What follows belongs to an exercise in optimizing a design on an open flow for small area; a production flow would make more cautious choices. Function was checked by simulation only, so behaviour that the tests miss may differ from the original. Power and IR drop assume default switching activity.

`flow/design.v`:
```
`default_nettype none
package tdes_types_pkg;
	localparam int HALF_W = 64;
	localparam int CW = 16;
	typedef logic [HALF_W-1:0] half_t;
	typedef struct packed {
		half_t hi;
		half_t lo;
	} block_t;
	typedef struct packed {
		half_t k1;
		half_t k2;
		half_t k3;
	} key_set_t;
	function automatic half_t key_step(input half_t key);
		logic [CW-1:0] t1;
		logic [CW-1:0] t2;
		logic [CW-1:0] t3;
		logic [CW-1:0] t4;
		t1 = key[4*CW-1 -: CW] ^ CW'(key[CW-3:0]);
		t2 = t1 ^ key[3*CW-1 -: CW];
		t3 = t2 ^ key[2*CW-1 -: CW];
		t4 = t3 ^ key[CW-1:0];
		key_step = {t1, t2, t3, t4};
	endfunction
endpackage
`default_nettype wire
`default_nettype none
package tdes_ctrl_pkg;
	typedef enum logic [1:0] {
		PASS_ENC1,
		PASS_DEC2,
		PASS_ENC3
	} pass_t;
	typedef struct packed {
		logic  load;
		logic  run;
		pass_t pass;
		logic  last_round;
	} seq_ctrl_t;
endpackage
`default_nettype wire
`default_nettype none
module tdes_sequencer (
	input  wire                     clk,
	input  wire                     rst,
	output tdes_ctrl_pkg::seq_ctrl_t ctrl
);
	localparam int ROUND_W = $clog2(16);
	localparam logic [ROUND_W-1:0] ROUND_LAST = 16 - 1;
	localparam logic [1:0] PASS_LAST = 3 - 1;
	typedef enum logic [1:0] {
		PH_LOAD,
		PH_RUN,
		PH_DONE
	} phase_t;
	phase_t             phase;
	logic [ROUND_W-1:0] round_cnt;
	tdes_ctrl_pkg::pass_t              pass_q;
	logic               at_last;
	assign at_last = (round_cnt == ROUND_LAST);
	always_ff @(posedge clk) begin
		if (rst) begin
			phase     <= PH_LOAD;
			round_cnt <= '0;
			pass_q    <= tdes_ctrl_pkg::PASS_ENC1;
		end else begin
			case (phase)
				PH_LOAD: begin
					phase     <= PH_RUN;
					round_cnt <= '0;
					pass_q    <= tdes_ctrl_pkg::PASS_ENC1;
				end
				PH_RUN: begin
					if (at_last) begin
						round_cnt <= '0;
						if (pass_q == PASS_LAST)
							phase <= PH_DONE;
						else
							pass_q <= tdes_ctrl_pkg::pass_t'(pass_q + 2'd1);
					end else begin
						round_cnt <= round_cnt + 1'b1;
					end
				end
				default: begin
					phase <= PH_DONE;
				end
			endcase
		end
	end
	always_comb begin
		ctrl.load       = (phase == PH_LOAD);
		ctrl.run        = (phase == PH_RUN);
		ctrl.pass       = pass_q;
		ctrl.last_round = (phase == PH_RUN) && at_last;
	end
endmodule
`default_nettype wire
`default_nettype none
module tdes_key_schedule (
	input  wire                      clk,
	input  wire                      rst,
	input  tdes_ctrl_pkg::seq_ctrl_t ctrl,
	input  tdes_types_pkg::key_set_t keys,
	output tdes_types_pkg::half_t    round_key,
	output tdes_types_pkg::key_set_t ek
);
	tdes_types_pkg::half_t key_q;
	tdes_types_pkg::half_t next_base;
	always_comb begin
		case (ctrl.pass)
			tdes_ctrl_pkg::PASS_ENC1: next_base = keys.k2;
			tdes_ctrl_pkg::PASS_DEC2: next_base = keys.k3;
			default:   next_base = key_q;
		endcase
	end
	always_ff @(posedge clk) begin
		if (ctrl.load) begin
			key_q <= keys.k1;
		end else if (ctrl.run) begin
			if (ctrl.last_round)
				key_q <= next_base;
			else
				key_q <= tdes_types_pkg::key_step(key_q);
		end
	end
	assign round_key = key_q;
	always_ff @(posedge clk) begin
		if (rst) begin
			ek <= '0;
		end else if (ctrl.run && ctrl.last_round) begin
			case (ctrl.pass)
				tdes_ctrl_pkg::PASS_ENC1: ek.k1 <= key_q;
				tdes_ctrl_pkg::PASS_DEC2: ek.k2 <= key_q;
				default:   ek.k3 <= key_q;
			endcase
		end
	end
endmodule
`default_nettype wire
`default_nettype none
module tdes_round_datapath (
	input  wire                      clk,
	input  wire                      rst,
	input  tdes_ctrl_pkg::seq_ctrl_t ctrl,
	input  tdes_types_pkg::block_t   pt,
	input  tdes_types_pkg::half_t    round_key,
	output tdes_types_pkg::block_t   ct
);
	tdes_types_pkg::half_t  l_q;
	tdes_types_pkg::half_t  r_q;
	tdes_types_pkg::half_t  mix;
	tdes_types_pkg::block_t rnd;
	logic   final_round;
	assign mix = l_q ^ r_q ^ round_key;
	assign final_round = ctrl.run && ctrl.last_round && (ctrl.pass == tdes_ctrl_pkg::PASS_ENC3);
	always_comb begin
		if (ctrl.pass == tdes_ctrl_pkg::PASS_DEC2) begin
			rnd.hi = mix;
			rnd.lo = l_q;
		end else begin
			rnd.hi = r_q;
			rnd.lo = mix;
		end
	end
	always_ff @(posedge clk) begin
		if (ctrl.load) begin
			l_q <= pt.hi;
			r_q <= pt.lo;
		end else if (ctrl.run) begin
			l_q <= rnd.hi;
			r_q <= rnd.lo;
		end
	end
	always_ff @(posedge clk) begin
		if (rst)
			ct <= '0;
		else if (final_round)
			ct <= rnd;
	end
endmodule
`default_nettype wire
`default_nettype none
module tdes_enc (
	input  wire                      clk,
	input  wire                      rst,
	input  wire  [127:0]             pt,
	input  wire  [191:0]             keys,
	output logic [127:0]             ct,
	output logic [191:0]             ek
);
	tdes_ctrl_pkg::seq_ctrl_t ctrl;
	tdes_types_pkg::half_t     round_key;
	tdes_types_pkg::block_t    ct_s;
	tdes_types_pkg::key_set_t  ek_s;
	assign ct = ct_s;
	assign ek = ek_s;
	tdes_sequencer sequencer_i (
		.clk  (clk),
		.rst  (rst),
		.ctrl (ctrl)
	);
	tdes_key_schedule key_schedule_i (
		.clk       (clk),
		.rst       (rst),
		.ctrl      (ctrl),
		.keys      (tdes_types_pkg::key_set_t'(keys)),
		.round_key (round_key),
		.ek        (ek_s)
	);
	tdes_round_datapath round_datapath_i (
		.clk       (clk),
		.rst       (rst),
		.ctrl      (ctrl),
		.pt        (tdes_types_pkg::block_t'(pt)),
		.round_key (round_key),
		.ct        (ct_s)
	);
endmodule
`default_nettype wire
```
`flow/constraint.sdc`:
```
create_clock -name core_clock -period 5.0 [get_ports {clk}]
set_input_delay 1.0000 -clock core_clock [delete_from_list [all_inputs] [get_ports {clk}]]
set_output_delay 1.0000 -clock core_clock [all_outputs]
set_load 0.01 [all_outputs]
```
`flow/config.mk`:
```
export PLATFORM = sky130hd
export DESIGN_NAME = tdes_enc
export DESIGN_NICKNAME = tdes_enc
export VERILOG_FILES = /design/flow/design.v
export SDC_FILE = /design/flow/constraint.sdc
export NUM_CORES = 4
export LEC_CHECK = 0
export CAP_MARGIN = 20
export CORE_MARGIN = 2
export CORE_UTILIZATION = 40
export SLEW_MARGIN = 20
```
`flow/run.sh`:
```
#!/bin/bash
# synth_recipe.tcl (not shown) runs the flow's synth.tcl, then flattens the netlist and writes it again
# the make line also repeats each setting of config.mk as NAME=value (left out here)
make -C /OpenROAD-flow-scripts/flow DESIGN_CONFIG=/design/flow/config.mk WORK_HOME=/design/flow/orfs CLKGATE_MAP_FILE= SYNTH_SCRIPT=/design/flow/synth_recipe.tcl finish
```
==> results of run 1 <==
how the worst max path moves through the flow:
stage | from | endpoint | slack, ns | cells past startpoint
global placement | sequencer_i.pass_q[0] | key_schedule_i.ek[136] | 1.84 | 5
global route | sequencer_i.pass_q[0] | key_schedule_i.ek[17] | 1.72 | 6
finish | sequencer_i.pass_q[0] | key_schedule_i.ek[17] | 1.86 | 6
detailed placement | sequencer_i.pass_q[0] | key_schedule_i.ek[137] | 1.74 | 5
floorplan | sequencer_i.phase[1] | key_schedule_i.key_q[34] | 0.57 | 4
CTS | sequencer_i.pass_q[0] | key_schedule_i.ek[137] | 1.73 | 5
logic make-up after synthesis:
| group | Yosys count |
|---|---|
| flip-flops | 520 |
| adder cells (fa/ha/maj) | 4 |
| buffers and inverters | 394 |
| AND/OR/NAND/NOR | 535 |
| XOR/XNOR | 204 |
| multiplexers | 47 |
| AO/OA/AOI/OAI | 1052 |
stage by stage:
stage | utilization | area, um^2 | total power (W) | hold WS (ns) | setup slack [ns]
floorplan | - | 26700 | 0.00859 | 0.471 | 0.573
global placement | 0.497 | 32800 | 0.00996 | 0.452 | 1.84
detailed placement | 0.497 | 32800 | 0.0101 | 0.460 | 1.74
CTS | 0.528 | 34800 | 0.0146 | 0.469 | 1.73
global route | 0.529 | 34900 | 0.0152 | 0.485 | 1.72
finish | 0.529 | 34900 | 0.0146 | 0.469 | 1.86
power by group:
group	leakage, nW	switching (W)	internal, W	total, W
sequential	4.64	0.00147	0.00508	0.00655
combinational	5.16	0.00161	0.00194	0.00355
clock	0.979	0.00185	0.00266	0.00451
total	10.8	0.00494	0.00968	0.0146
flip-flops by register name, indices dropped and copies added, names as in the netlist:
register,count
key_schedule_i.key_q,64
round_datapath_i.r_q,64
round_datapath_i.ct,128
round_datapath_i.l_q,64
key_schedule_i.ek,192
sequencer_i.phase,2
sequencer_i.round_cnt,4
sequencer_i.pass_q,2
cell usage in the layout, fill, tap and decap left out, types with 19 or more instances in the layout:
master and count:
nor2_1 143, dfxtp_1 328, clkbuf_16 62, a31oi_1 276, o21ai_0 133, xnor3_1 19, nand4_1 193, o31ai_1 218
edfxtp_1 192, clkdlybuf4s50_1 640, xnor2_1 167, a311oi_1 127, o22a_1 21, or3_1 129, buf_4 23, a21oi_1 221
mux2i_1 44
worst min-delay path, delay by kind of cell (launching register included):
kind            cells  cell delay, ns
flops               1            0.31
compound gates      2            0.12
per-layer routing:
layer	up-vias	track usage	routed length [um]
li1	11500	-	-
met1	13000	0.411	45600
met2	1465	0.492	52000
met3	253	0.0585	10100
met4	4	0.163	5930
met5	-	0	25
area by class of cell:
cell class	count	area, um^2	area share
multi-input cells	1842	12600	0.360
flip-flops and latches	520	12300	0.353
repair buffers	679	6900	0.198
clock buffers	90	1800	0.0514
well taps	864	1080	0.0310
clock inverters	19	191	0.00548
inverters	6	35.0	0.00100
diodes	11	27.5	0.000788
==> run notes, run 1 <==
- Global-route wire length before repair: 165 mm
- Initial DRC Count: 3114
- Syn_area_per_cell: 9.69 um^2
- IO Count: 642
- Gr ovfl total: 0
- Max-cap violations: 0
- Distinct cells, synth: 54
- Final hold vios: 0
- Placed insts: 3908
- Worst path top cell family by delay: simple AND/OR/NAND/NOR gates
- Gpl congestion: 0.852
- FF+latch count, synth: 520
- Die area: 68900 um^2
- R2R Setup Slk: 1.86 ns
- Clock skew: 0.0209 ns
- Shortest period the worst path allows: 3.14 ns
- Synth-to-layout area growth: 30.8%
- Worst min-delay path startpoint: key_schedule_i.ek[151]
- H-tree Lvls: 2
- Worst-path maximum fanout: 68
- Vias per cell: 6.50
- # setup viols final: 0
- WHS Endpoint: key_schedule_i.ek[151]
- Status: complete, no violations
- Pin count of the biggest net entering global routing: 208
- Worst path cell trace: inv_1 > ha_4 > or2_2 > buf_4 > o31ai_1 > a21oi_1
- Layout Nets: 3433
- CTS buffer count: 58
- Post-synthesis mux area share: 0.0178
- Top cell type's share of synthesized area: 0.246
- Starting Density: 0.405
- Cell taking the most area after synthesis: dfxtp_1
- Non-Filler Instances: 4031
- CP Class: flop to flop
- Max IR drop VDD: 288 uV
- Drt first pass iters: 6
- Post-Synth Adder-Cell Area: 0.00187
- Hold_buf cts: 0
- Post_cts resized: 0
- Initial antenna violation count: 15
- CTS Buffer Depth: 3
- Crit start category: flop
- Slowest stage delay, CP: 0.96 ns
- Post-synthesis compound-gate area fraction: 0.260
- Die Ht: 262 um
- Root Buffer: clkbuf_16
- Number of enable flip-flop cells after synthesis: 192
- Top-count cell post-synth: dfxtp_1
- Vias in the first global route: 25000
- Seq/Total Area, Yosys: 0.462
- Hold Crit Class: flop to flop
- CTS tree: done
- Final wirelength: 114 mm
- Clk latency of the worst-skew pair: 0.63 ns
- Post-CTS Setup Bufs: 0
- Most frequent cells after synthesis: dfxtp_1 (328), a31oi_1 (276), a21oi_1 (222), o31ai_1 (218), nand4_1 (193)
- R2R Path End: key_schedule_i.ek[17]
- Largest family of logic cells by synthesized area: compound AO/OA/AOI/OAI gates
- Slew margin rel.: 0.197
- Setup Total Neg Slack: 0 ns
- Netlist area before placement: 26700 um^2
- Main synth FF type: dfxtp_1
- Row count: 94
- Post-Syn Nets: 3082
- Unrepaired setup endpoints after global routing: false
- Worst path slowest cell: or2_2
- Synthesized instance count: 2756
- Worst EP arrival: 3.69 ns
- Worst-path clk slew: 0.06 ns
- Reg2reg start: sequencer_i.pass_q[0]
- DR vias: 26200
- FMAX: 318 MHz
- Synth area leaders: dfxtp_1 (25%), edfxtp_1 (22%), a31oi_1 (6.5%)
- Worst-margin pin slew: 1.20 ns
- CTS Sinks: 520
- DIE WIDTH: 262 um
- CP endpoint kind: flop
- Simple-gate share of the synthesized area: 0.110
- # port buffers: 641
- Power density cells: 418 nW/um^2
- Post-DP HPWL: 73.6 mm
- LEAKAGE: 10.8 nW
- Synth Area in XOR/XNOR: 0.0778
- Fillers: 5842
- GRT Overall Usage: 0.313
- Synth warnings: 3
- Ys async rst share: 0
- Drt wl/cell: 28.2 um
- # DRC: 0
- Remaining antenna violation count after routing: 0
- Crit share post-route: 0.629
- Fin. max-slew vios: 0
- Layout cells sized above 1: 0.0513
- Area of the core: 66000 um^2
- Reg2reg path depth: 6
- Hold path depth: 2
- Buf/Inv on CP: 2
- Worst EP required: 5.54 ns
==> run 2: changes to the inputs <==
==> flow/design.v (replaced) <==
`default_nettype none
module tdes_enc (
	input  wire          clk,
	input  wire          rst,
	input  wire  [127:0] pt,
	input  wire  [191:0] keys,
	output logic [127:0] ct,
	output logic [191:0] ek
);
	logic        ld;           
	logic [3:0]  rc;           
	logic        p1, p2, dn;   
	logic [63:0] x_q, y_q, k_q, e1_q, e2_q;
	wire run   = ~ld & ~dn;
	wire lastr = (rc == 4'd15);
	function automatic logic [63:0] key_step(input logic [63:0] k);
		logic [15:0] t1, t2, t3, t4;
		t1 = k[63:48] ^ {2'b00, k[13:0]};
		t2 = t1 ^ k[47:32];
		t3 = t2 ^ k[31:16];
		t4 = t3 ^ k[15:0];
		key_step = {t1, t2, t3, t4};
	endfunction
	always_ff @(posedge clk) begin
		ld <= rst;
		rc <= ld ? 4'd0 : rc + 4'd1;
		if (rst) begin
			p1 <= 1'b0;
			p2 <= 1'b0;
			dn <= 1'b0;
		end else if (~ld && lastr) begin
			p1 <= 1'b1;
			p2 <= p1;
			dn <= p2;
		end
	end
	always_ff @(posedge clk) begin
		if (ld) begin
			x_q <= pt[127:64];
			y_q <= pt[63:0];
		end else if (run) begin
			if (!(rc == 4'd0 && p1))
				x_q <= y_q;
			y_q <= x_q ^ y_q ^ k_q;
		end
	end
	always_ff @(posedge clk) begin
		if (ld)
			k_q <= keys[191:128];
		else if (run) begin
			if (!lastr)
				k_q <= key_step(k_q);
			else if (!p2)
				k_q <= p1 ? keys[63:0] : keys[127:64];
		end
	end
	always_ff @(posedge clk) begin
		if (rst) begin
			e1_q <= '0;
			e2_q <= '0;
		end else if (run && lastr) begin
			if (!p1)
				e1_q <= k_q;
			else if (!p2)
				e2_q <= k_q;
		end
	end
	assign ct = dn ? {x_q, y_q} : 128'd0;
	assign ek = {e1_q, e2_q, dn ? k_q : 64'd0};
endmodule
`default_nettype wire
==> run 2 against run 1 <==
  * Synthesized cell count fell by 38%
  * Utilization rose by 5.7 points
  * Still clean
  * Sequential share of layout area fell by 1.7 points
==> run notes, run 2 <==
- Status: complete, no violations
- CTS Buffer Depth: 3 (unchanged)
- LEAKAGE: 8.80 nW (-18%)
- Setup Total Neg Slack: 0 ns (unchanged)
- Hold Crit Class: flop to flop
- Post-synthesis mux area share: 0.0425 (+0.0248)
- Die area: 45200 um^2 (-34%)
- Clock share of power: 0.255 (-0.054)
- Vias in the first global route: 15700 (-37%)
- Post-Syn Nets: 2033 (-34%)
- Fillers: 3755 (-36%)
- Post-DP HPWL: 58.5 mm (-21%)
- Worst-margin pin slew: 1.12 ns (-0.0823 ns)
- CP Class: flop to output port
- Worst EP arrival: 2.86 ns (-0.83 ns)
- Distinct cells, synth: 51 (-5.6%)
- Drt wl/cell: 28.7 um (+1.8%)
- Netlist area before placement: 17400 um^2 (-35%)
- Top cell type's share of synthesized area: 0.331 (+0.0851)
- Crit share post-route: 0.773 (+0.144)
- CP endpoint kind: output port
- Die Ht: 213 um (-19%)
- Commonest non-fill, non-tap cell in the layout: clkdlybuf4s50_1
- Slowest stage delay, CP: 0.99 ns (+0.03 ns)
- Gpl congestion: 0.869 (+2.0%)
- Worst EP required: 4.00 ns (-1.54 ns)
- Post-synthesis compound-gate area fraction: 0.158 (-0.102)
- Vias per cell: 5.64 (-13%)
- Non-Filler Instances: 2850 (-29%)
- Gr ovfl total: 0 (unchanged)
- CTS buffer count: 39 (-33%)
- DR vias: 16100 (-39%)
- Ys async rst share: 0 (unchanged)
- Net switching power: 0.00384 W (-22%)
- Slew margin rel.: 0.252 (+0.0548)
- Global-route wire length before repair: 113 mm (-32%)
- Post-CTS Setup Bufs: 0 (unchanged)
- FF+latch count, synth: 328 (-37%)
- Final wirelength: 81.8 mm (-28%)
- CTS Sinks: 328 (-37%)
- Initial antenna violation count: 15 (unchanged)
- Max-cap violations: 0 (unchanged)
- Layout Nets: 2548 (-26%)
- Worst path slowest cell: dfxtp_4
- Seq pwr share: 0.467 (+0.019)
- Comb power frac: 0.278 (+0.035)
- Starting Density: 0.404 (about the same)
- Post_cts resized: 0 (unchanged)
- Sw Ratio: 0.351 (+0.0133)
- Most frequent cells in the layout: clkdlybuf4s50_1 (640), and2_1 (192), edfxtp_1 (192)
- DIE WIDTH: 213 um (-19%)
- Synth Area in XOR/XNOR: 0.114 (+0.0358)
- Cell taking the most area after synthesis: edfxtp_1
- Remaining antenna violation count after routing: 0 (unchanged)
- IO Count: 642 (unchanged)
- CTS tree: done
- Internal power: 0.00710 W (-27%)
- Placed insts: 2767 (-29%)
- Drt first pass iters: 5 (-1)
- Clock skew: 0.0175 ns (-0.00337 ns)
- Final hold vios: 0 (unchanged)
- Simple-gate share of the synthesized area: 0.144 (+0.0341)
- Unrepaired setup endpoints after global routing: false
- Max IR drop VDD: 262 uV (-8.8%)
- Synthesized instance count: 1709 (-38%)
- Worst-path clk slew: 0.06 ns (about the same)
- Worst path cell trace: buf_4 > and2_1 > clkdlybuf4s50_1
- Fin. max-slew vios: 0 (unchanged)
- Main synth FF type: edfxtp_1
- Area of the core: 43100 um^2 (-35%)
- # setup viols final: 0 (unchanged)
- Syn_area_per_cell: 10.2 um^2 (+5.2%)
- Most frequent cells after synthesis: and2_1 (192), edfxtp_1 (192), nand3_1 (160), dfxtp_1 (136), o21ai_0 (135)
- Clk latency of the worst-skew pair: 0.56 ns (-0.07 ns)
- Hold_buf cts: 0 (unchanged)
- Row count: 76 (-19%)
- Synth area leaders: edfxtp_1 (33%), dfxtp_1 (16%), and2_1 (6.9%)
- Power density cells: 433 nW/um^2 (+3.6%)
- # port buffers: 641 (unchanged)
- Layout cells sized above 1: 0.0764 (+0.0250)
- Shortest period the worst path allows: 3.86 ns (+0.721 ns)
- FMAX: 259 MHz (-19%)
- Seq/Total Area, Yosys: 0.487 (+0.0255)
- Worst-path maximum fanout: 103 (+51%)
- Largest family of logic cells by synthesized area: compound AO/OA/AOI/OAI gates
- # DRC: 0 (unchanged)
- Synth warnings: 1 (-2)
- GRT Overall Usage: 0.349 (+0.0362)
- Synth-to-layout area growth: 44.9%
- H-tree Lvls: 2 (unchanged)
- Crit start category: flop
- Pin count of the biggest net entering global routing: 229 (+10%)
- Initial DRC Count: 1481 (-52%)
- Number of enable flip-flop cells after synthesis: 192 (unchanged)
- Root Buffer: clkbuf_16
- Post-Synth Adder-Cell Area: 0.00144 (-0.000438)
## run 2: cell types whose count changed after synthesis, moves of 127 or more
cell	before	now
nand3_1	14	160
or3_1	129	1
a311oi_1	127	0
and2_1	0	192
a31oi_1	276	1
dfxtp_1	328	136
nand4_1	193	2
nor2_1	145	5
o31ai_1	218	3
## run 2: worst paths after layout
| path | startpoint | endpoint | slack, ns | cells after the start |
|---|---|---|---|---|
| worst min-delay path | rc[0] | rc[0] | 0.45 | 1 |
| worst min register to register | rc[0] | rc[0] | 0.45 | 1 |
| worst max-delay path | dn | ek[23] | 1.14 | 3 |
| worst max register to register | rc[0] | k_q[56] | 2.16 | 4 |
## run 2: through the flow
step / power [W] / instance area, um^2 / hold slack, ns / setup WS, ns / utilization
after floorplan: 0.00657 / 17400 / 0.414 / 0.755 / -
after global placement: 0.00811 / 23900 / 0.432 / 1.75 / 0.556
after detailed placement: 0.00815 / 24000 / 0.445 / 1.71 / 0.557
after CTS: 0.0110 / 25200 / 0.458 / 1.11 / 0.585
after global routing: 0.0113 / 25200 / 0.472 / 0.981 / 0.586
final: 0.0109 / 25300 / 0.453 / 1.14 / 0.586
## run 2: cell families after synthesis
| family | after synthesis |
|---|---|
| buffers and inverters | 202 |
| adder cells (fa/ha/maj) | 2 |
| AO/OA/AOI/OAI | 450 |
| AND/OR/NAND/NOR | 461 |
| XOR/XNOR | 200 |
| flip-flops | 328 |
| multiplexers | 66 |
## run 2: critical path, delay by kind of cell (launching register included)
| kind | cells | cell delay [ns] |
|---|---|---|
| buf+inv | 2 | 1.06 |
| flops | 1 | 0.99 |
| simple gates | 1 | 0.22 |
## run 2: metal layers
layer | vias up | share of wire | track usage | routed length (um)
li1 | 7160 | - | - | -
met1 | 7893 | 0.38 | 0.420 | 30800
met2 | 871 | 0.50 | 0.601 | 40600
met3 | 151 | 0.088 | 0.0821 | 7160
met4 | 6 | 0.038 | 0.143 | 3110
met5 | - | 0.00054 | 0 | 44
## run 2: power by group through the flow
stage          Combinational, W  Sequential (W)  Clock, W
3_3_place_gp            0.00295         0.00515         0
2_1_floorplan           0.00243         0.00414         0
4_1_cts                 0.00303         0.00510   0.00282
6_report                0.00304         0.00511   0.00279
5_1_grt                 0.00329         0.00514   0.00292
3_5_place_dp            0.00301         0.00514         0
## run 2: area by class of cell
type,count,area (um^2),area share
multi-input combinational,1179,8090,0.320
clock buffer,60,1130,0.0447
inverter,10,37.5,0.00149
antenna,13,32.5,0.00129
tap,585,732,0.0290
sequential,328,8500,0.336
timing repair buffer,666,6650,0.264
clock inverter,9,81.3,0.00322
==> run 3: changes to the inputs <==
==> flow/design.v (replaced) <==
`default_nettype none
module tdes_enc (
	input  wire          clk,
	input  wire          rst,
	input  wire  [127:0] pt,
	input  wire  [191:0] keys,
	output logic [127:0] ct,
	output logic [191:0] ek
);
	logic        ld;           
	logic [3:0]  rc;           
	logic        p1, p2, nd;   
	logic [63:0] x_q, y_q, k_q;   
	logic [63:0] e1_q, e2_q;
	wire run   = ~ld & nd;
	wire lastr = (rc == 4'd15);
	function automatic logic [63:0] key_step(input logic [63:0] k);
		logic [15:0] t1, t2, t3, t4;
		t1 = k[63:48] ^ {2'b00, k[13:0]};
		t2 = t1 ^ k[47:32];
		t3 = t2 ^ k[31:16];
		t4 = t3 ^ k[15:0];
		key_step = {t1, t2, t3, t4};
	endfunction
	always_ff @(posedge clk) begin
		ld <= rst;
		rc <= ld ? 4'd0 : rc + 4'd1;
		if (rst) begin
			p1 <= 1'b0;
			p2 <= 1'b0;
			nd <= 1'b1;
		end else if (~ld && lastr) begin
			p1 <= 1'b1;
			p2 <= p1;
			nd <= ~p2;
		end
	end
	always_ff @(posedge clk) begin
		if (ld) begin
			x_q <= ~pt[127:64];
			y_q <= ~pt[63:0];
		end else if (run) begin
			if (!(rc == 4'd0 && p1))
				x_q <= y_q;
			y_q <= x_q ^ y_q ^ k_q;   
		end
	end
	always_ff @(posedge clk) begin
		if (ld)
			k_q <= ~keys[191:128];
		else if (run) begin
			if (!lastr)
				k_q <= key_step(k_q) ^ 64'h3fff_c000_3fff_c000;   
			else if (!p2)
				k_q <= ~(p1 ? keys[63:0] : keys[127:64]);
		end
	end
	wire e1_en = rst | (run & lastr & ~p1);
	wire e2_en = rst | (run & lastr & p1 & ~p2);
	always_ff @(posedge clk) begin
		if (e1_en)
			e1_q <= ~(k_q | {64{rst}});
		if (e2_en)
			e2_q <= ~(k_q | {64{rst}});
	end
	assign ct = ~({x_q, y_q} | {128{nd}});
	assign ek = {e1_q, e2_q, ~(k_q | {64{nd}})};
endmodule
`default_nettype wire
==> flow/flow/run.sh (new file) <==
#!/bin/bash
# Standard ORFS layout (standard.sh), with smaller port buffers and a
# clock tree of small buffers without dummy loads.
set -euo pipefail
export BUFFER_PORTS_ARGS="-buffer_cell sky130_fd_sc_hd__buf_1"
export CTS_ARGS="-sink_clustering_enable -repair_clock_nets -dont_use_dummy_load -buf_list sky130_fd_sc_hd__clkbuf_4"
bash standard.sh finish > standard_flow.log 2>&1
==> flow/standard.sh (new file) <==
#!/bin/bash
# synth_recipe.tcl (not shown) runs the flow's synth.tcl, then flattens the netlist and writes it again
# the make line also repeats each setting of config.mk as NAME=value (left out here)
make -C /OpenROAD-flow-scripts/flow DESIGN_CONFIG=/design/flow/config.mk WORK_HOME=/design/flow/orfs CLKGATE_MAP_FILE= SYNTH_SCRIPT=/design/flow/synth_recipe.tcl "${@:-finish}"
--- a/flow/config.mk
+++ b/flow/config.mk
@@ -7,5 +7,5 @@
 export LEC_CHECK = 0
 export CAP_MARGIN = 20
 export CORE_MARGIN = 2
-export CORE_UTILIZATION = 40
+export CORE_UTILIZATION = 60
 export SLEW_MARGIN = 20
removed: flow/run.sh
==> run 3 against run 2 <==
  * The flow now stops in I/O pin placement
  * Synthesized cell count shrank 19%
  * Synthesized area shrank 5.1%
==> run notes, run 3 <==
- Distinct cells, synth: 32 (-37%)
- Main synth FF type: edfxtp_1
- Failing step: I/O pin placement
- Row count: 60 (-21%)
- Top-count cell post-synth: edfxtp_1
- Error: [ERROR PPL-0024] Number of IO pins (642) exceeds maximum number of available positions (608). Increase the die perimeter from 679.92um to 873.12um.
- Ys async rst share: 0 (unchanged)
- Most frequent cells after synthesis: edfxtp_1 (320), nor2_1 (291), mux2i_1 (169), xnor2_1 (156), a21oi_1 (87)
- Starting Density: 0.612 (+0.207)
- Netlist area before placement: 16500 um^2 (-5.1%)
- Seq/Total Area, Yosys: 0.591 (+0.104)
- Cell taking the most area after synthesis: edfxtp_1
- Number of enable flip-flop cells after synthesis: 320 (+67%)
- Status: stopped before the end
- FF+latch count, synth: 328 (unchanged)
- Synthesized instance count: 1382 (-19%)
- Post-Syn Nets: 1706 (-16%)
- Synth area leaders: edfxtp_1 (58%), mux2i_1 (10%), xnor2_1 (8.3%)
- Die Ht: 170 um (-20%)
- Top cell type's share of synthesized area: 0.581 (+0.250)
- DIE WIDTH: 170 um (-20%)
- Syn_area_per_cell: 12.0 um^2 (+17%)
- Synth warnings: 1 (unchanged)
## run 3: cell count changes after synthesis, sizes merged, moves of 61 or more
cell | previous run | this run
and2 | 192 | 0
xnor2 | 93 | 156
nand2 | 78 | 12
mux2i | 2 | 169
edfxtp | 192 | 320
mux2 | 64 | 3
o21ai | 195 | 9
nand3 | 160 | 4
nor2 | 7 | 291
dfxtp | 136 | 8
## run 3: cells by family after synthesis
family,Yosys count,share of synthesized area
flops,328,0.591
simple gates,324,0.0771
xor+xnor,206,0.115
buf+inv,178,0.0472
compound gates,172,0.0637
mux,172,0.104
fa+ha+maj,2,0.00151
==> run 4: changes to the inputs <==
--- a/flow/config.mk
+++ b/flow/config.mk
@@ -6,6 +6,6 @@
 export NUM_CORES = 4
 export LEC_CHECK = 0
 export CAP_MARGIN = 20
-export CORE_MARGIN = 2
-export CORE_UTILIZATION = 60
+export CORE_AREA = 5 5 220 220
+export DIE_AREA = 0 0 225 225
 export SLEW_MARGIN = 20
==> run 4 against run 3 <==
  * Now clean on timing, DRC and antenna
  * Synthesized cell count did not move
  * Synthesized area unchanged
==> run notes, run 4 <==
- Crit share post-route: 0.689
- Worst-path clk slew: 0.06 ns
- Vias per cell: 5.02
- Reg2reg path depth: 5
- Hold_buf cts: 0
- CTS tree: done
- GRT Overall Usage: 0.244
- Synth warnings: 1 (unchanged)
- Vias in the first global route: 13500
- Setup Total Neg Slack: 0 ns
- Design Power: 0.0109 W
- Gr ovfl total: 0
- Synth area leaders: edfxtp_1 (58%), mux2i_1 (10%), xnor2_1 (8.3%)
- # DRC: 0
- CTS buffer count: 94
- Comb power frac: 0.349
- Buf/Inv on CP: 2
- Shortest period the worst path allows: 3.45 ns
- FMAX: 290 MHz
- Net switching power: 0.00409 W
- Initial antenna violation count: 5
- Seq/Total Area, Yosys: 0.591 (unchanged)
- Unrepaired setup endpoints after global routing: false
- Final hold vios: 0
- Synthesized instance count: 1382 (unchanged)
- Hold path depth: 1
- CTS Sinks: 328
- # port buffers: 641
- Power density cells: 542 nW/um^2
- Ys async rst share: 0 (unchanged)
- Initial DRC Count: 871
- Post-CTS Setup Bufs: 0
- # setup viols final: 0
- Area of the core: 45600 um^2
- Commonest non-fill, non-tap cell in the layout: buf_1
- Worst EP required: 4.00 ns
- Distinct cells, synth: 32 (unchanged)
- Clock skew: 0.0629 ns
- CTS Buffer Depth: 3
- IO Count: 642
- Worst-path maximum fanout: 90
- FF+latch count, synth: 328 (unchanged)
- Main synth FF type: edfxtp_1
- LEAKAGE: 7.30 nW
- Layout cells sized above 1: 0.0648
- Sw Ratio: 0.374
- Global-route wire length before repair: 90.2 mm
- Slowest stage delay, CP: 0.71 ns
- Internal power: 0.00684 W
- Root Buffer: clkbuf_4
- Gpl congestion: 0.908
- Fin util: 0.442
- CP endpoint kind: output port
- Final wirelength: 64.6 mm
- Fin. max-slew vios: 0
- Hold Crit Class: flop to flop
- Synth-to-layout area growth: 21.9%
- Number of enable flip-flop cells after synthesis: 320 (unchanged)
- Post-DP HPWL: 49.0 mm
- Clock share of power: 0.171
- CP Class: flop to output port
- Worst EP arrival: 2.45 ns
- Worst path cell trace: buf_4 > nor2_1 > buf_1
- Clk latency of the worst-skew pair: 0.80 ns
- Cell taking the most area after synthesis: edfxtp_1
- Remaining antenna violation count after routing: 0
- Netlist area before placement: 16500 um^2 (unchanged)
- Status: complete, no violations
- Pin count of the biggest net entering global routing: 100
- Seq pwr share: 0.481
- Top-count cell post-synth: edfxtp_1
- Starting Density: 0.363 (-0.249)
- Max IR drop VDD: 218 uV
- Max-cap violations: 0
- Worst path slowest cell: buf_4
- DR vias: 13200
- Post_cts resized: 0
- Crit start category: flop
- Most frequent cells after synthesis: edfxtp_1 (320), nor2_1 (291), mux2i_1 (169), xnor2_1 (156), a21oi_1 (87)
- Crit path depth: 3
- Worst-margin pin slew: 1.12 ns
- Row count: 78 (+30%)
- Drt first pass iters: 5
- Top cell type's share of synthesized area: 0.581 (unchanged)
- Syn_area_per_cell: 12.0 um^2 (unchanged)
- DIE WIDTH: 225 um (+32%)
- Drt wl/cell: 24.6 um
- Worst path top cell family by delay: buffers and inverters
- Layout Nets: 2349
- Die Ht: 225 um (+32%)
- Most frequent cells in the layout: buf_1 (640), edfxtp_1 (320), nor2_1 (291)
- Die area: 50600 um^2
- Post-Syn Nets: 1706 (unchanged)
- H-tree Lvls: 3
- Slew margin rel.: 0.254
==> run 4: per-layer routing <==
| metal | routed length [um] | track usage | vias up | part of all wire |
|---|---|---|---|---|
| li1 | - | - | 6100 | - |
| met4 | 1740 | 0.0811 | 2 | 0.027 |
| met5 | 13 | 0 | - | 0.00020 |
| met2 | 32400 | 0.418 | 622 | 0.50 |
| met1 | 25800 | 0.303 | 6395 | 0.40 |
| met3 | 4660 | 0.0615 | 94 | 0.072 |
==> run 4: logic make-up (layout without fill, tap and decap cells) <==
| family | Yosys count | in the layout | synth area share |
|---|---|---|---|
| fa+ha+maj | 2 | 2 | 0.00151 |
| compound gates | 172 | 172 | 0.0637 |
| buf+inv | 178 | 819 | 0.0472 |
| flops | 328 | 328 | 0.591 |
| mux | 172 | 172 | 0.104 |
| simple gates | 324 | 324 | 0.0771 |
| other cells | 0 | 8 | 0 |
| xor+xnor | 206 | 206 | 0.115 |
==> run 4: power by group through the flow <==
stage / combinational [W] / sequential [W] / clock [W]
2_1_floorplan: 0.00288 / 0.00470 / 0
6_report: 0.00381 / 0.00525 / 0.00186
4_1_cts: 0.00390 / 0.00527 / 0.00194
5_1_grt: 0.00421 / 0.00535 / 0.00209
3_3_place_gp: 0.00378 / 0.00530 / 0
3_5_place_dp: 0.00388 / 0.00531 / 0
==> run 4: worst register-to-register path, stage by stage, from the launching register on <==
cell and delay, ns:
dfxtp_1 0.38, ha_1 0.25, nand3_2 0.15, nor2_1 0.46, nand4b_1 0.25, nand2_4 0.78
==> run 4: path summary, 6_finish.rpt <==
kind              end  startpoint  slack, ns
max            ek[10]          nd       1.55
max reg2reg  e2_q[52]       rc[0]       2.23
min reg2reg     rc[0]       rc[0]       0.45
min             rc[0]       rc[0]       0.45
==> run 4: layout make-up <==
cell class | count | area (um^2)
fillers | 4419 | 25400
well taps | 600 | 751
clock buffers | 94 | 706
diodes | 8 | 20.0
repair buffers | 663 | 2610
multi-input cells | 876 | 6040
flip-flops and latches | 328 | 9780
inverters | 62 | 240
==> run 4: through the flow <==
step	area [um^2]	std cells	worst slack, ns	hold slack [ns]
6_report	20100	2631	1.55	0.454
4_1_cts	20100	2622	1.41	0.378
3_3_place_gp	19400	2528	2.09	0.431
5_1_grt	20100	2627	1.29	0.396
2_1_floorplan	16500	1382	-0.0315	0.414
3_5_place_dp	19400	2528	2.04	0.435
==> run 5: changes to the inputs <==
--- a/flow/design.v
+++ b/flow/design.v
@@ -38,22 +38,29 @@
 	always_ff @(posedge clk) begin
 		if (ld) begin
 			x_q <= ~pt[127:64];
-			y_q <= ~pt[63:0];
 		end else if (run) begin
 			if (!(rc == 4'd0 && p1))
 				x_q <= y_q;
-			y_q <= x_q ^ y_q ^ k_q;   
 		end
 	end
 	always_ff @(posedge clk) begin
 		if (ld)
-			k_q <= ~keys[191:128];
-		else if (run) begin
-			if (!lastr)
-				k_q <= key_step(k_q) ^ 64'h3fff_c000_3fff_c000;   
-			else if (!p2)
-				k_q <= ~(p1 ? keys[63:0] : keys[127:64]);
-		end
+			y_q <= ~pt[63:0];
+		else
+			y_q <= y_q ^ ({64{run}} & (x_q ^ k_q));
+	end
+	wire k_en   = ld | (run & ~(lastr & p2));
+	wire k_s1   = ld;
+	wire k_s2   = ~ld & lastr & ~p1;
+	wire k_s3   = ~ld & lastr & p1;
+	wire k_step = ~ld & ~lastr;
+	wire [63:0] k_nx = ({64{k_s1}} & keys[191:128]) |
+	                   ({64{k_s2}} & keys[127:64]) |
+	                   ({64{k_s3}} & keys[63:0]) |
+	                   ({64{k_step}} & ~(key_step(k_q) ^ 64'h3fff_c000_3fff_c000));
+	always_ff @(posedge clk) begin
+		if (k_en)
+			k_q <= ~k_nx;
 	end
 	wire e1_en = rst | (run & lastr & ~p1);
 	wire e2_en = rst | (run & lastr & p1 & ~p2);
==> flow/flow/run.sh (replaced) <==
#!/bin/bash
# The standard layout (standard.sh) with three changes:
#  - synthesis maps logic with an area-oriented abc script (flow/my_synth.tcl),
#  - ports are buffered with the smallest buffer,
#  - the clock tree uses small buffers and no dummy loads.
set -euo pipefail
W=$(pwd)
sed "s#SYNTH_SCRIPT=[^ ]*#SYNTH_SCRIPT=$W/flow/my_synth.tcl#" standard.sh > my_standard.sh
export BUFFER_PORTS_ARGS="-buffer_cell sky130_fd_sc_hd__buf_1"
export CTS_ARGS="-sink_clustering_enable -sink_clustering_size 10 -sink_clustering_max_diameter 40 -repair_clock_nets -dont_use_dummy_load -buf_list sky130_fd_sc_hd__clkbuf_4"
bash my_standard.sh finish > standard_flow.log 2>&1
==> flow/flow/area.abc (new file) <==
strash
dc2
dch -f
amap
==> flow/flow/my_synth.tcl (new file) <==
# The standard flow's synthesis (synth_recipe.tcl) with only the abc step's script swapped
# for the area-oriented one beside this file. Registers are mapped before abc,
# so they come out as in the standard synthesis.
set ::my_abc_script [file join [file dirname [file normalize [info script]]] area.abc]
proc abc {args} {
  set i [lsearch -exact $args -script]
  if { $i >= 0 } { lset args [expr {$i + 1}] $::my_abc_script }
  puts "abc with $::my_abc_script"
  yosys abc {*}$args
}
source [file join [file dirname [file dirname [file normalize [info script]]]] synth_recipe.tcl]
==> run 5 against run 4 <==
  * Total power down 42%
  * Still clean on timing, DRC and antenna
  * Non-clock buffer count shrank 2
  * Die area did not move
  * Critical path depth unchanged
==> run notes, run 5 <==
- Status: complete, no violations
- H-tree Lvls: 2 (-1)
- Top-count cell post-synth: nor2_1
- Net switching power: 0.00201 W (-51%)
- Setup Total Neg Slack: 0 ns (unchanged)
- Remaining antenna violation count after routing: 0 (unchanged)
- Layout Cell Area excl Fill: 18100 um^2 (-10%)
- Hold_buf cts: 0 (unchanged)
- Seq pwr share: 0.595 (+0.114)
- # setup viols final: 0 (unchanged)
- Crit start category: flop
- Drt wl/cell: 22.3 um (-9.4%)
- Post-CTS Setup Bufs: 0 (unchanged)
- Final hold vios: 0 (unchanged)
- Layout cells sized above 1: 0.0420 (-0.0228)
- CTS buffer count: 55 (-41%)
- Synth area leaders: edfxtp_1 (54%), nor2_1 (10%), dfxtp_1 (10%)
- Dpl cell area: 17700 um^2 (-8.6%)
- Worst path top cell family by delay: buffers and inverters
- CP Class: flop to output port
- Syn_area_per_cell: 10.5 um^2 (-12%)
- Global-route wire length before repair: 85.0 mm (-5.7%)
- Worst min-delay path startpoint: pt[47]
- CP endpoint kind: output port
- Unrepaired setup endpoints after global routing: false
- Commonest non-fill, non-tap cell in the layout: buf_1
- Power density cells: 350 nW/um^2 (-36%)
- Fin. max-slew vios: 0 (unchanged)
- Number of enable flip-flop cells after synthesis: 256 (-20%)
- Hold path depth: 2 (+1)
- Area of the core: 45600 um^2 (unchanged)
- Gpl congestion: 0.884 (-2.6%)
- Gr ovfl total: 0 (unchanged)
- R2R Path End: k_q[25]
- Most frequent cells after synthesis: nor2_1 (390), edfxtp_1 (256), a21oi_1 (168), o22ai_1 (115), o21ai_0 (100)
- Max-cap violations: 0 (unchanged)
- # DRC: 0 (unchanged)
- Placed insts: 2617 (+3.5%)
- Final Hold Slack: 0.352 ns (-0.102 ns)
- Worst-margin pin slew: 1.02 ns (-0.0999 ns)
- GRT Overall Usage: 0.219 (-0.0258)
- Vias in the first global route: 13800 (+2.0%)
- CTS Sinks: 328 (unchanged)
- Worst path cell trace: buf_12 > nor2_1 > buf_1
- Crit share post-route: 0.670 (-0.0196)
- Top cell type's share of synthesized area: 0.538 (-0.0430)
- Die area: 50600 um^2 (unchanged)
- Synth-to-layout area growth: 27.0%
- Final wirelength: 59.6 mm (-7.8%)
- Clock skew: 0.0898 ns (+0.0270 ns)
- Worst EP arrival: 2.35 ns (-0.10 ns)
- Pin count of the biggest net entering global routing: 195 (+95%)
- Root Buffer: clkbuf_4
- Cell taking the most area after synthesis: edfxtp_1
- Most frequent cells in the layout: buf_1 (640), nor2_1 (387), edfxtp_1 (256)
- Starting Density: 0.313 (-0.0493)
- Synthesized instance count: 1356 (-1.9%)
- Clk latency of the worst-skew pair: 0.78 ns (-0.02 ns)
- # port buffers: 641 (unchanged)
- Initial antenna violation count: 3 (-2)
- FF+latch count, synth: 328 (unchanged)
- DIE WIDTH: 225 um (unchanged)
- Ys async rst share: 0 (unchanged)
- Post-Syn Nets: 1680 (-1.5%)
- DR vias: 14200 (+7.1%)
- Distinct cells, synth: 23 (-28%)
- Slowest stage delay, CP: 0.57 ns (-0.14 ns)
- Seq/Total Area, Yosys: 0.639 (+0.0482)
- Fillers: 4688 (+6.1%)
- FMAX: 299 MHz (+2.9%)
- Worst EP required: 4.00 ns (about the same)
- Layout Nets: 2398 (+2.1%)
- Internal power: 0.00433 W (-37%)
- LEAKAGE: 6.20 nW (-15%)
- IO Count: 642 (unchanged)
- Buf/Inv on CP: 2 (unchanged)
- Fin util: 0.398 (-0.0440)
- Clock share of power: 0.224 (+0.053)
- Reg2reg path depth: 9 (+4)
- Max IR drop VDD: 165 uV (-24%)
- Vias per cell: 5.29 (+5.3%)
- CTS tree: done
- Row count: 78 (unchanged)
- Non-Filler Instances: 2675 (+1.7%)
- Die Ht: 225 um (unchanged)
- Drt first pass iters: 6 (+1)
- Reg2reg start: ld
- Worst-path clk slew: 0.11 ns (+0.05 ns)
- Worst-path maximum fanout: 194 (+120%)
- Worst path slowest cell: buf_12
- Sw Ratio: 0.317 (-0.0573)
- CTS Buffer Depth: 3 (unchanged)
- Comb power frac: 0.181 (-0.168)
- Slew margin rel.: 0.320 (+0.0666)
- Shortest period the worst path allows: 3.35 ns (-0.0981 ns)
- Post-DP HPWL: 41.8 mm (-15%)
- Initial DRC Count: 1099 (+26%)
- Netlist area before placement: 14300 um^2 (-14%)
- WHS Endpoint: y_q[47]
- R2R Setup Slk: 1.78 ns (-0.45 ns)
- Main synth FF type: edfxtp_1
- Hold Crit Class: input pin to flop
- Synth warnings: 1 (unchanged)
- Post_cts resized: 0 (unchanged)
run 5: routing by layer:
| metal | GRT usage | up-vias | wire length [um] |
|---|---|---|---|
| li1 | - | 6571 | - |
| met1 | 0.275 | 6621 | 22900 |
| met2 | 0.365 | 830 | 28700 |
| met3 | 0.0444 | 130 | 5640 |
| met4 | 0.0957 | 0 | 2300 |
| met5 | 0 | - | 0 |
run 5: logic make-up after synthesis:
group	after synthesis	share of synthesized area
buf+inv	69	0.0181
simple gates	451	0.122
fa+ha+maj	2	0.00175
compound gates	506	0.219
flops	328	0.639
run 5: area by class of cell:
type | instances | area, um^2 | share of cell area
flip-flops and latches | 328 | 9140 | 0.504
multi-input cells | 959 | 4970 | 0.274
repair buffers | 661 | 2600 | 0.143
well taps | 600 | 751 | 0.0414
clock buffers | 55 | 413 | 0.0228
inverters | 69 | 264 | 0.0146
diodes | 3 | 7.51 | 0.000414
run 5: power by group through the flow:
| stage | registers, W | logic, W | clock network, W |
|---|---|---|---|
| floorplan | 0.00375 | 0.000696 | 0 |
| global placement | 0.00382 | 0.00112 | 0 |
| CTS | 0.00377 | 0.00115 | 0.00148 |
| detailed placement | 0.00383 | 0.00115 | 0 |
| finish | 0.00377 | 0.00115 | 0.00142 |
| global route | 0.00382 | 0.00130 | 0.00160 |
run 5: through the flow:
stage / power, W / setup WS, ns
floorplan: 0.00444 / 0.0287
global placement: 0.00494 / 1.87
detailed placement: 0.00498 / 1.82
CTS: 0.00640 / 1.59
global route: 0.00672 / 1.50
finish: 0.00635 / 1.65
run 5: worst max path at each step:
stage / start / to / cells past startpoint
floorplan: ld / e1_q[0] / 5
global placement: ld / k_q[17] / 9
detailed placement: rc[0] / k_q[28] / 10
CTS: nd / ct[100] / 3
global route: ld / k_q[28] / 9
finish: nd / ct[100] / 3
run 5: worst reg2reg max path, stage by stage (launching register included):
cell and delay, ns:
dfxtp_4 0.83, clkinv_4 0.10, nand2_1 0.15, clkinv_1 0.22
nand2_1 0.12, buf_4 0.25, inv_2 0.34, buf_4 0.39
a222oi_1 0.40, a21boi_0 0.22
==> run 6: changes to the inputs <==
--- a/flow/flow/run.sh
+++ b/flow/flow/run.sh
@@ -7,5 +7,7 @@
 W=$(pwd)
 sed "s#SYNTH_SCRIPT=[^ ]*#SYNTH_SCRIPT=$W/flow/my_synth.tcl#" standard.sh > my_standard.sh
 export BUFFER_PORTS_ARGS="-buffer_cell sky130_fd_sc_hd__buf_1"
+export REMOVE_ABC_BUFFERS=1
+export RECOVER_POWER=100
 export CTS_ARGS="-sink_clustering_enable -sink_clustering_size 10 -sink_clustering_max_diameter 40 -repair_clock_nets -dont_use_dummy_load -buf_list sky130_fd_sc_hd__clkbuf_4"
 bash my_standard.sh finish > standard_flow.log 2>&1
--- a/flow/config.mk
+++ b/flow/config.mk
@@ -5,7 +5,7 @@
 export SDC_FILE = /design/flow/constraint.sdc
 export NUM_CORES = 4
 export LEC_CHECK = 0
-export CAP_MARGIN = 20
+export CAP_MARGIN = 5
 export CORE_AREA = 5 5 220 220
 export DIE_AREA = 0 0 225 225
-export SLEW_MARGIN = 20
+export SLEW_MARGIN = 5
==> run 6 against run 5 <==
  * Now fails the layout checks on capacitance limit, slew limit
  * Critical path type unchanged
  * Global-route usage increased by 0.63 points
  * Register-to-register slack got worse by 0.86 ns
  * Sequential power about the same
  * Hold slack got worse by 0.0033 ns
  * Wire length increased by 2.4%
==> run notes, run 6 <==
- CTS Sinks: 328 (unchanged)
- DIE WIDTH: 225 um (unchanged)
- Worst EP arrival: 3.23 ns (+0.88 ns)
- Drt first pass iters: 5 (-1)
- Commonest non-fill, non-tap cell in the layout: buf_1
- Clk latency of the worst-skew pair: 0.81 ns (+0.03 ns)
- Shortest period the worst path allows: 4.23 ns (+0.882 ns)
- DP Worst Slack: 1.38 ns (-0.441 ns)
- Max IR drop VDD: 185 uV (+12%)
- CTS Buffer Depth: 3 (unchanged)
- Post-DP HPWL: 42.3 mm (+1.3%)
- Main synth FF type: edfxtp_1
- Internal power: 0.00435 W (+0.39%)
- Worst path slowest cell: clkbuf_2
- GRT Overall Usage: 0.225 (+0.00630)
- Initial antenna violation count: 2 (-1)
- Worst-path maximum fanout: 65 (-66%)
- # DRC: 0 (unchanged)
- Ys async rst share: 0 (unchanged)
- Sw Ratio: 0.320 (+0.00273)
- Fillers: 4703 (+0.32%)
- Worst min-delay path startpoint: pt[61]
- Hold Crit Class: input pin to flop
- Clock share of power: 0.229 (+0.005)
- Syn_area_per_cell: 10.5 um^2 (unchanged)
- Final Hold Slack: 0.349 ns (-0.00332 ns)
- Reg2reg path depth: 5 (-4)
- Worst EP required: 4.00 ns (about the same)
- CP endpoint kind: output port
- Fin. max-slew vios: 296 (+296)
- FMAX: 236 MHz (-21%)
- Power density cells: 355 nW/um^2 (+1.4%)
- CTS tree: done
- Unrepaired setup endpoints after global routing: false
- Top-count cell post-synth: nor2_1
- Max-cap violations: 6 (+6)
- Final wirelength: 61.0 mm (+2.4%)
- Synth warnings: 1 (unchanged)
- SO Viols: capacitance limit, slew limit
- Netlist area before placement: 14300 um^2 (unchanged)
- # port buffers: 641 (unchanged)
- Number of enable flip-flop cells after synthesis: 256 (unchanged)
- Hold path depth: 2 (unchanged)
- Slew margin rel.: -0.459 (-0.780)
- Die area: 50600 um^2 (unchanged)
- Seq/Total Area, Yosys: 0.639 (unchanged)
- Synth area leaders: edfxtp_1 (54%), nor2_1 (10%), dfxtp_1 (10%)
- Die Ht: 225 um (unchanged)
- Pin count of the biggest net entering global routing: 79 (-59%)
- Status: failed layout checks
- Setup ws final: 0.769 ns (-0.882 ns)
- Register Area: 9140 um^2 (unchanged)
- CP Class: flop to output port
- Net switching power: 0.00204 W (+1.7%)
- Reg2reg start: ld
- Final hold vios: 0 (unchanged)
- IO Count: 642 (unchanged)
- Post-CTS Setup Bufs: 0 (unchanged)
- Synth-to-layout area growth: 26.2%
- Cell taking the most area after synthesis: edfxtp_1
- Fin util: 0.396 (-0.00242)
- Drt wl/cell: 22.8 um (+2.3%)
- H-tree Lvls: 2 (unchanged)
- Crit start category: flop
- CTS buffer count: 57 (+3.6%)
- WHS Endpoint: y_q[61]
- Starting Density: 0.313 (unchanged)
- Initial DRC Count: 1188 (+8.1%)
- Root Buffer: clkbuf_4
- DR vias: 14300 (+0.85%)
- Row count: 78 (unchanged)
- # setup viols final: 0 (unchanged)
- Vias per cell: 5.33 (+0.81%)
- Vias in the first global route: 14000 (+1.8%)
- FF+latch count, synth: 328 (unchanged)
- Layout Nets: 2399 (+0.042%)
- Comb power frac: 0.182 (about the same)
- Gr ovfl total: 0 (unchanged)
- Most frequent cells after synthesis: nor2_1 (390), edfxtp_1 (256), a21oi_1 (168), o22ai_1 (115), o21ai_0 (100)
- Worst Setup SP: nd
- Distinct cells, synth: 23 (unchanged)
- Worst-margin pin slew: 2.19 ns (+1.17 ns)
- R2R Path End: k_q[14]
- Multi-input logic area: 4930 um^2 (-0.91%)
- Crit share post-route: 0.846 (+0.176)
- Area of the core: 45600 um^2 (unchanged)
- Synthesized instance count: 1356 (unchanged)
- Post_cts resized: 0 (unchanged)
- Worst-path clk slew: 0.10 ns (about the same)
- Gpl congestion: 0.914 (+3.4%)
- Worst path cell trace: clkbuf_2 > nor2_1 > buf_1
- R2R Setup Slk: 0.92 ns (-0.86 ns)
- Most frequent cells in the layout: buf_1 (640), nor2_1 (389), edfxtp_1 (256)
- Remaining antenna violation count after routing: 0 (unchanged)
- LEAKAGE: 6.16 nW (-0.58%)
- Layout cells sized above 1: 0.0381 (-0.00388)
- Top cell type's share of synthesized area: 0.538 (unchanged)
- Seq pwr share: 0.590 (-0.005)
- Slowest stage delay, CP: 1.11 ns (+0.54 ns)
- Clock skew: 0.0935 ns (+0.00363 ns)
- Global-route wire length before repair: 87.1 mm (+2.5%)
- Hold_buf cts: 0 (unchanged)
## run 6: cell counts after synthesis
No cell type changed its count.
## run 6: power by group through the flow
stage / Clock, W / Combinational (W) / Sequential [W]
5_1_grt: 0.00163 / 0.00131 / 0.00382
2_1_floorplan: 0 / 0.000700 / 0.00375
3_3_place_gp: 0 / 0.00113 / 0.00381
6_report: 0.00146 / 0.00116 / 0.00377
4_1_cts: 0.00152 / 0.00116 / 0.00376
3_5_place_dp: 0 / 0.00116 / 0.00382
## run 6: logic make-up (layout without fill, tap and decap cells)
family | count (synthesis) | in the layout | share of synthesized area
AOI/OAI and AO/OA | 506 | 506 | 0.219
adders and majority gates | 2 | 2 | 0.00175
buffers and inverters | 69 | 786 | 0.0181
DFF | 328 | 328 | 0.639
other | 0 | 3 | 0
and+or+nand+nor | 451 | 451 | 0.122
## run 6: layout make-up
cell class	instances	share of cell area
Antenna cell	3	0.000416
Inverter	69	0.0145
Sequential cell	328	0.507
Multi-Input combinational cell	959	0.273
Clock buffer	57	0.0237
Tap cell	600	0.0416
Timing Repair Buffer	660	0.140
## run 6: worst max-delay path, delay by kind of cell, from the launching register on
family | cells | cell delay [ns]
buffers and inverters | 2 | 1.33
flip-flops | 1 | 0.83
AND/OR/NAND/NOR | 1 | 0.31
## run 6: metal layers
layer	vias to the layer above	wire length (um)	GRT usage
met5	-	0	0
met4	0	2260	0.0911
met3	142	5530	0.0507
met2	816	29300	0.369
met1	6731	23900	0.289
li1	6583	-	-
## run 6: worst max-delay path by stage
stage / to / slack [ns] / depth (start not counted)
floorplan: e1_q[0] / -7.03 / 5
global placement: e2_q[16] / 1.45 / 7
detailed placement: k_q[17] / 1.38 / 8
CTS: ct[105] / 1.05 / 3
global route: ct[110] / 0.51 / 3
finish: ct[110] / 0.77 / 3
## run 6: stage by stage
| stage | cell area (um^2) | power (W) | cells | TNS (ns) |
|---|---|---|---|---|
| floorplan | 14300 | 0.00445 | 1356 | -2236.45 |
| global route | 18000 | 0.00676 | 2674 | 0 |
| detailed placement | 17700 | 0.00498 | 2616 | 0 |
| CTS | 18100 | 0.00645 | 2673 | 0 |
| finish | 18000 | 0.00640 | 2676 | 0 |
| global placement | 17700 | 0.00494 | 2616 | 0 |
==> run 7: changes to the inputs <==
--- a/flow/flow/run.sh
+++ b/flow/flow/run.sh
@@ -8,6 +8,6 @@
 sed "s#SYNTH_SCRIPT=[^ ]*#SYNTH_SCRIPT=$W/flow/my_synth.tcl#" standard.sh > my_standard.sh
 export BUFFER_PORTS_ARGS="-buffer_cell sky130_fd_sc_hd__buf_1"
 export REMOVE_ABC_BUFFERS=1
-export RECOVER_POWER=100
+export PLACE_PINS_ARGS="-min_distance 1 -min_distance_in_tracks"
 export CTS_ARGS="-sink_clustering_enable -sink_clustering_size 10 -sink_clustering_max_diameter 40 -repair_clock_nets -dont_use_dummy_load -buf_list sky130_fd_sc_hd__clkbuf_4"
 bash my_standard.sh finish > standard_flow.log 2>&1
==> flow/config.mk (replaced) <==
export PLATFORM = sky130hd
export DESIGN_NAME = tdes_enc
export DESIGN_NICKNAME = tdes_enc
export VERILOG_FILES = /design/flow/design.v
export SDC_FILE = /design/flow/constraint.sdc
export NUM_CORES = 4
export LEC_CHECK = 0
export CAP_MARGIN = 20
export CORE_AREA = 5 5 155 155
export DIE_AREA = 0 0 160 160
export SLEW_MARGIN = 20
==> run 7 against run 6 <==
  * The run now finishes clean
  * Total power is 4.1% lower
  * Clock skew down 0.042 ns
  * Critical path depth increased by 5
  * Sequential power decreased by 1%
  * Critical path type is now flop to flop
  * Critical endpoint is now k_q[28]
  * Largest cell class unchanged
  * Largest power group unchanged
==> run notes, run 7 <==
- Status: complete, no violations
- Ys async rst share: 0 (unchanged)
- Worst-path clk slew: 0.09 ns (about the same)
- Root Buffer: clkbuf_4
- Final wirelength: 53.6 mm (-12%)
- FMAX: 282 MHz (+19%)
- Netlist area before placement: 14300 um^2 (unchanged)
- Worst-path maximum fanout: 55 (-15%)
- Top routing layer used: met5
- Synth-to-layout area growth: 23.4%
- Fin. max-slew vios: 0 (-100%)
- LEAKAGE: 6.11 nW (-0.83%)
- Clock skew: 0.0512 ns (-0.0423 ns)
- Max-cap violations: 0 (-6)
- Initial DRC Count: 1970 (+66%)
- Cell taking the most area after synthesis: edfxtp_1
- Syn_area_per_cell: 10.5 um^2 (unchanged)
- Final hold vios: 0 (unchanged)
- Area of the core: 22000 um^2 (-52%)
- Post_cts resized: 0 (unchanged)
- R2R Path End: k_q[28]
- CTS Buffer Depth: 3 (unchanged)
- Layout Nets: 2381 (-0.75%)
- Vias in the first global route: 14300 (+2.3%)
- Starting Density: 0.650 (+0.337)
- M1 WL: 17.5 mm (-27%)
- Layout cells sized above 1: 0.0341 (-0.00405)
- Power density cells: 348 nW/um^2 (-1.9%)
- Slowest stage delay, CP: 0.93 ns (-0.18 ns)
- # setup viols final: 0 (unchanged)
- Crit start category: flop
- Worst EP required: 5.48 ns (+1.48 ns)
- Net switching power: 0.00190 W (-6.9%)
- Most frequent cells in the layout: buf_1 (640), nor2_1 (387), edfxtp_1 (256)
- Buf/Inv on CP: 2 (unchanged)
- Main synth FF type: edfxtp_1
- Seq/Total Area, Yosys: 0.639 (unchanged)
- Post-DP HPWL: 37.7 mm (-11%)
- Worst path top cell family by delay: buffers and inverters
- R2R Setup Slk: 1.46 ns (+0.54 ns)
- CP Class: flop to flop
- Final Hold Slack: 0.466 ns (+0.118 ns)
- Top cell type's share of synthesized area: 0.538 (unchanged)
- Worst path cell trace: ha_1 > and3_1 > nand2_1 > clkinv_1 > nand2_1 > clkinv_2 > a222oi_1 > a21boi_0
- DR vias: 14900 (+4.1%)
- Number of enable flip-flop cells after synthesis: 256 (unchanged)
- Worst path slowest cell: clkinv_2
- Hold path depth: 1 (-1)
- Met3 WL: 7.55 mm (+37%)
- Distinct cells, synth: 23 (unchanged)
- Reg2reg path depth: 8 (+3)
- GRT Overall Usage: 0.397 (+0.172)
- Pin count of the biggest net entering global routing: 136 (+72%)
- Gpl congestion: 0.974 (+6.6%)
- CTS Sinks: 328 (unchanged)
- Commonest non-fill, non-tap cell in the layout: buf_1
- Reg2reg start: rc[0]
- Slew margin rel.: 0.234 (+0.694)
- Worst EP arrival: 4.03 ns (+0.80 ns)
- Drt wl/cell: 22.8 um (+0.25%)
- Setup Total Neg Slack: 0 ns (unchanged)
- Hold_buf cts: 0 (unchanged)
- Seq pwr share: 0.608 (+0.018)
- Row count: 54 (-31%)
- Top-count cell post-synth: nor2_1
- Worst min-delay path startpoint: rc[0]
- Unrepaired setup endpoints after global routing: false
- Die Ht: 160 um (-29%)
- CTS tree: done
- # port buffers: 641 (unchanged)
- IO Count: 642 (unchanged)
- WHS Endpoint: rc[0]
- Vias per cell: 6.33 (+19%)
- Clk latency of the worst-skew pair: 0.67 ns (-0.14 ns)
- Most frequent CP cell: nand2_1
- Comb power frac: 0.190 (+0.008)
- Die area: 25600 um^2 (-49%)
- Worst-margin pin slew: 1.15 ns (-1.04 ns)
- CTS buffer count: 43 (-25%)
- CP endpoint kind: flop
- FF+latch count, synth: 328 (unchanged)
- Synth warnings: 1 (unchanged)
- Most frequent cells after synthesis: nor2_1 (390), edfxtp_1 (256), a21oi_1 (168), o22ai_1 (115), o21ai_0 (100)
- Max IR drop VDD: 254 uV (+37%)
- Remaining antenna violation count after routing: 0 (unchanged)
- Initial antenna violation count: 15 (+13)
- Drt first pass iters: 5 (unchanged)
- H-tree Lvls: 2 (unchanged)
- # DRC: 0 (unchanged)
- Global-route wire length before repair: 79.6 mm (-8.7%)
- Hold Crit Class: flop to flop
- Post-CTS Setup Bufs: 0 (unchanged)
- Sw Ratio: 0.310 (-0.00930)
- Shortest period the worst path allows: 3.54 ns (-0.689 ns)
- Synth area leaders: edfxtp_1 (54%), nor2_1 (10%), dfxtp_1 (10%)
- Gr ovfl total: 0 (unchanged)
- Internal power: 0.00423 W (-2.8%)
- DIE WIDTH: 160 um (-29%)
- Synthesized instance count: 1356 (unchanged)
- Crit share post-route: 0.708 (-0.138)
- Clock share of power: 0.202 (-0.027)
- Routed wl met2: 24.5 mm (-16%)
run 7: worst max path at each step:
stage / slack, ns / start / depth (start not counted) / end
final: 1.46 / rc[0] / 8 / k_q[28]
after global routing: 1.24 / rc[0] / 8 / k_q[28]
after CTS: 1.56 / nd / 3 / ct[82]
after detailed placement: 1.67 / ld / 7 / k_q[25]
after global placement: 1.75 / ld / 7 / k_q[25]
after floorplan: -7.03 / ld / 5 / e1_q[0]
run 7: final cells by class:
type	instances	area, um^2
fill	1525	4340
antenna	12	30.0
sequential	328	9140
clock buffer	43	323
tap	280	350
inverter	69	263
timing repair buffer	656	2540
multi-input combinational	959	4970
run 7: cell families after synthesis:
group / share of synthesized area
AOI/OAI and AO/OA: 0.219
buffers and inverters: 0.0181
DFF: 0.639
and+or+nand+nor: 0.122
adders and majority gates: 0.00175
run 7: power groups by stage:
stage | Sequential, W | Combinational, W | Clock [W]
global placement | 0.00376 | 0.00108 | 0
CTS | 0.00371 | 0.00115 | 0.00123
global route | 0.00378 | 0.00130 | 0.00134
floorplan | 0.00375 | 0.000700 | 0
finish | 0.00373 | 0.00116 | 0.00124
detailed placement | 0.00377 | 0.00114 | 0
run 7: worst register-to-register path: stages, from the launching register on:
cell and delay, ns:
dfxtp_1 0.34, ha_1 0.22, and3_1 0.21, nand2_1 0.14, clkinv_1 0.22, nand2_1 0.48, clkinv_2 0.93, a222oi_1 0.64
a21boi_0 0.21
run 7: routing by layer:
metal  vias up  global-route usage
li1       6561                   -
met1      6761               0.469
met2      1235               0.613
met3       278               0.148
met4        16               0.259
met5         -                   0
run 7: stage by stage:
step           power [W]  cell area, um^2  std cells  worst slack [ns]  utilization
6_report         0.00613            17600       2347              1.46        0.802
5_1_grt          0.00642            17600       2342              1.24        0.802
4_1_cts          0.00609            17600       2335              1.56        0.801
3_5_place_dp     0.00491            17300       2292              1.67        0.786
3_3_place_gp     0.00484            17300       2292              1.75        0.786
2_1_floorplan    0.00445            14300       1356             -7.03            -

separate check: timing with driven ports:
The flow's constraints put no driver on any port. The routed layouts listed below were extracted and timed again, unchanged, in two steps. Step 1: set_driving_cell puts a clkbuf_16 on clk and a buf_2 on each other input, an assumption about the parent block. Step 2 times the ports against the registers' clock, not the clock port: input delays grow and output delays shrink by t, the midpoint of the rising clock arrivals with the driver on. Three values: ideal, step 1, step 2; two values: the first two.
run | t, ns | slack for setup (ns) | worst setup path at the end | cell pins on the clock port's net
run 1 | 0.688 | 1.857 / 1.857 / 1.857 | register to register | 1
run 2 | 0.611 | 1.136 / 1.075 / 1.685 | register to output | 1
run 4 | 0.822 | 1.553 / 1.501 / 2.018 | input to register | 1
run 5 | 0.801 | 1.651 / 1.608 / 1.778 | register to register | 1
run 6 | 0.815 | 0.769 / 0.723 / 0.920 | register to register | 1
run 7 | 0.689 | 1.459 / 1.459 / 1.459 | register to register | 1
